What follows belongs to an exercise in optimizing a design on an open flow for small area; a production flow would make more cautious choices. The RTL was checked by simulation tests, not by an equivalence proof against the original design. No activity file was given, so power comes from the tool's default toggle rates.

==> flow/design.v <==
package bin_pkg;
  localparam int unsigned LANES = 8;
  localparam int unsigned PIX_W = 12;
endpackage
module bin_line_buf #(
  parameter int unsigned DEPTH = 60,
  parameter int unsigned DW    = 52
) (
  input  logic          clk,
  input  logic          en,
  input  logic          en_n,
  input  logic          tgl,
  input  logic [DW-1:0] din,
  output logic [DW-1:0] dout
);
  localparam int unsigned N = DEPTH * DW;
  logic [N-1:0] s;
  logic [N-1:0] prev;
  assign prev = {s[N-DW-1:0], din ^ {DW{tgl}}};
  always_ff @(posedge clk) begin
    s <= ~((prev | {N{en_n}}) & (s | {N{en}}));
  end
  assign dout = s[N-1 -: DW] ^ {DW{tgl}};
endmodule
module bin2x2_reduce (
  input  logic         clk,
  input  logic         rst,
  input  logic [95:0]  in_data,
  input  logic         in_valid,
  input  logic         in_sof,
  output logic         in_ready,
  output logic [47:0]  out_data,
  output logic         out_valid,
  output logic         out_eol,
  input  logic         out_ready,
  output logic         sof_err
);
  localparam int unsigned PW = bin_pkg::PIX_W;
  logic       odd_q, odd_d;
  logic [5:0] col_q;
  logic       accept, eff_odd, last;
  logic [5:0] eff_col;
  logic [4*(PW+1)-1:0] h_cur, h_even;
  logic [47:0] bin_pix;
  logic       even_q, out_idle_q;
  logic       accept_n;
  logic       tgl_q;
  assign in_ready = !odd_q || !out_valid || out_ready;
  assign accept   = in_valid && in_ready;
  assign accept_n = !in_valid || (!even_q && !out_idle_q && !out_ready);
  assign eff_odd  = odd_q && !in_sof;
  assign eff_col  = in_sof ? 6'd0 : col_q;
  assign last     = (eff_col == 6'd59);
  assign odd_d    = last ? !eff_odd : eff_odd;
  always_comb begin
    for (int j = 0; j < 4; j++) begin
      logic [PW-1:0] a, b;
      logic [PW:0]   h, e, hc;
      logic [PW+1:0] vc;
      logic [PW+1:0] v;
      a = in_data[2*j*PW +: PW];
      b = in_data[(2*j+1)*PW +: PW];
      e = h_even[j*(PW+1) +: PW+1];
      hc[0] = 1'b0;
      for (int i = 0; i < PW; i++) begin
        h[i]    = a[i] ^ b[i] ^ hc[i];
        hc[i+1] = (a[i] & b[i]) | (hc[i] & (a[i] ^ b[i]));
      end
      h[PW] = hc[PW];
      vc[0] = 1'b0;
      for (int i = 0; i < PW + 1; i++) begin
        v[i]    = e[i] ^ h[i] ^ vc[i];
        vc[i+1] = (e[i] & h[i]) | (vc[i] & (e[i] ^ h[i]));
      end
      v[PW+1] = vc[PW+1];
      h_cur[j*(PW+1) +: PW+1] = h;
      bin_pix[j*PW +: PW]     = v[PW+1:2];
    end
  end
  bin_line_buf #(
    .DEPTH (60),
    .DW    (4 * (PW + 1))
  ) u_line_buf (
    .clk  (clk),
    .en   (accept),
    .en_n (accept_n),
    .tgl  (tgl_q),
    .din  (h_cur),
    .dout (h_even)
  );
  always_ff @(posedge clk) begin
    if (rst) begin
      tgl_q <= 1'b0;
    end else begin
      tgl_q <= !tgl_q;
    end
  end
  always_ff @(posedge clk) begin
    if (rst) begin
      odd_q      <= 1'b0;
      even_q     <= 1'b1;
      col_q      <= '0;
      out_valid  <= 1'b0;
      out_idle_q <= 1'b1;
      out_eol    <= 1'b0;
      sof_err    <= 1'b0;
    end else begin
      if (accept) begin
        odd_q  <= odd_d;
        even_q <= !odd_d;
        col_q  <= last ? 6'd0 : eff_col + 6'd1;
        if (in_sof && (odd_q || col_q != '0)) begin
          sof_err <= 1'b1;
        end
      end
      if (accept && eff_odd) begin
        out_valid  <= 1'b1;
        out_idle_q <= 1'b0;
        out_eol    <= last;
      end else if (out_ready) begin
        out_valid  <= 1'b0;
        out_idle_q <= 1'b1;
        out_eol    <= 1'b0;
      end
    end
  end
  always_ff @(posedge clk) begin
    if (accept && eff_odd) begin
      out_data <= bin_pix;
    end
  end
endmodule
export LEC_CHECK = 0
export ABC_AREA = 1
export CAP_MARGIN = 20
export CORE_MARGIN = 2
export CORE_UTILIZATION = 40
export SLEW_MARGIN = 20
create_clock -name core_clock -period 7.0 [get_ports {clk}]
run.sh (not shown) runs the stock make flow with config.mk's settings and CLKGATE_MAP_FILE= SYNTH_SCRIPT=/design/flow/synth_recipe.tcl, a recipe that flattens the netlist after the stock synthesis.
==> next run, changes <==
--- a/flow/design.v
+++ b/flow/design.v
@@ -55,23 +55,8 @@
   always_comb begin
     for (int j = 0; j < 4; j++) begin
-      logic [PW-1:0] a, b;
-      logic [PW:0]   h, e, hc;
-      logic [PW+1:0] vc;
+      logic [PW:0]   h;
       logic [PW+1:0] v;
-      a = in_data[2*j*PW +: PW];
-      b = in_data[(2*j+1)*PW +: PW];
-      e = h_even[j*(PW+1) +: PW+1];
-      hc[0] = 1'b0;
-      for (int i = 0; i < PW; i++) begin
-        h[i]    = a[i] ^ b[i] ^ hc[i];
-        hc[i+1] = (a[i] & b[i]) | (hc[i] & (a[i] ^ b[i]));
-      end
-      h[PW] = hc[PW];
-      vc[0] = 1'b0;
-      for (int i = 0; i < PW + 1; i++) begin
-        v[i]    = e[i] ^ h[i] ^ vc[i];
-        vc[i+1] = (e[i] & h[i]) | (vc[i] & (e[i] ^ h[i]));
-      end
-      v[PW+1] = vc[PW+1];
+      h = {1'b0, in_data[2*j*PW +: PW]} + {1'b0, in_data[(2*j+1)*PW +: PW]};
+      v = {1'b0, h_even[j*(PW+1) +: PW+1]} + {1'b0, h};
       h_cur[j*(PW+1) +: PW+1] = h;
       bin_pix[j*PW +: PW]     = v[PW+1:2];
What happened: Via count goes up by 9.5%; cell count came out higher by 8.2%; hold slack degrades by 43 ps; routed wire length rose by 16%; global-route usage climbs by 1.8 points; clock skew grows by 29 ps; clock power hardly moves; synthesized cell count went up by 10%; worst setup slack gets better by 2700 ps; power climbs by 2.1%; final area increases by 2.5%; clock-buffer cell count goes up by 7; area after synthesis went up by 3.3%.

==> static timing again, ports no longer ideal <==
In the flow no input, the clock included, has a driving cell. The finished layouts below were timed again as built, in two steps. Step 1 assumes that a clkbuf_16 drives the clock port and a buf_2 every other input. Step 2 adds t to the input delays and takes it off the output delays; t is the mean of the earliest and latest rising clock arrival at the registers after step 1. Input paths then give back, and output paths get back, about the clock's delay inside the block. Three values: ideal, step 1, step 2; two values: the first two.
run	shift t [ns]	setup slack, ns	latest minus earliest clock arrival (ns)
the first run	0.991	0.138 / 0.209 / -0.782	0.078 / 0.078
the second run	0.984	2.857 / 2.816 / 2.139	0.116 / 0.115
Met with ideal ports but missed after step 2: setup timing in the first run. For the first run, which loses most, drivers alone change the setup slack by +0.071 ns; drivers and shift together by -0.920 ns.
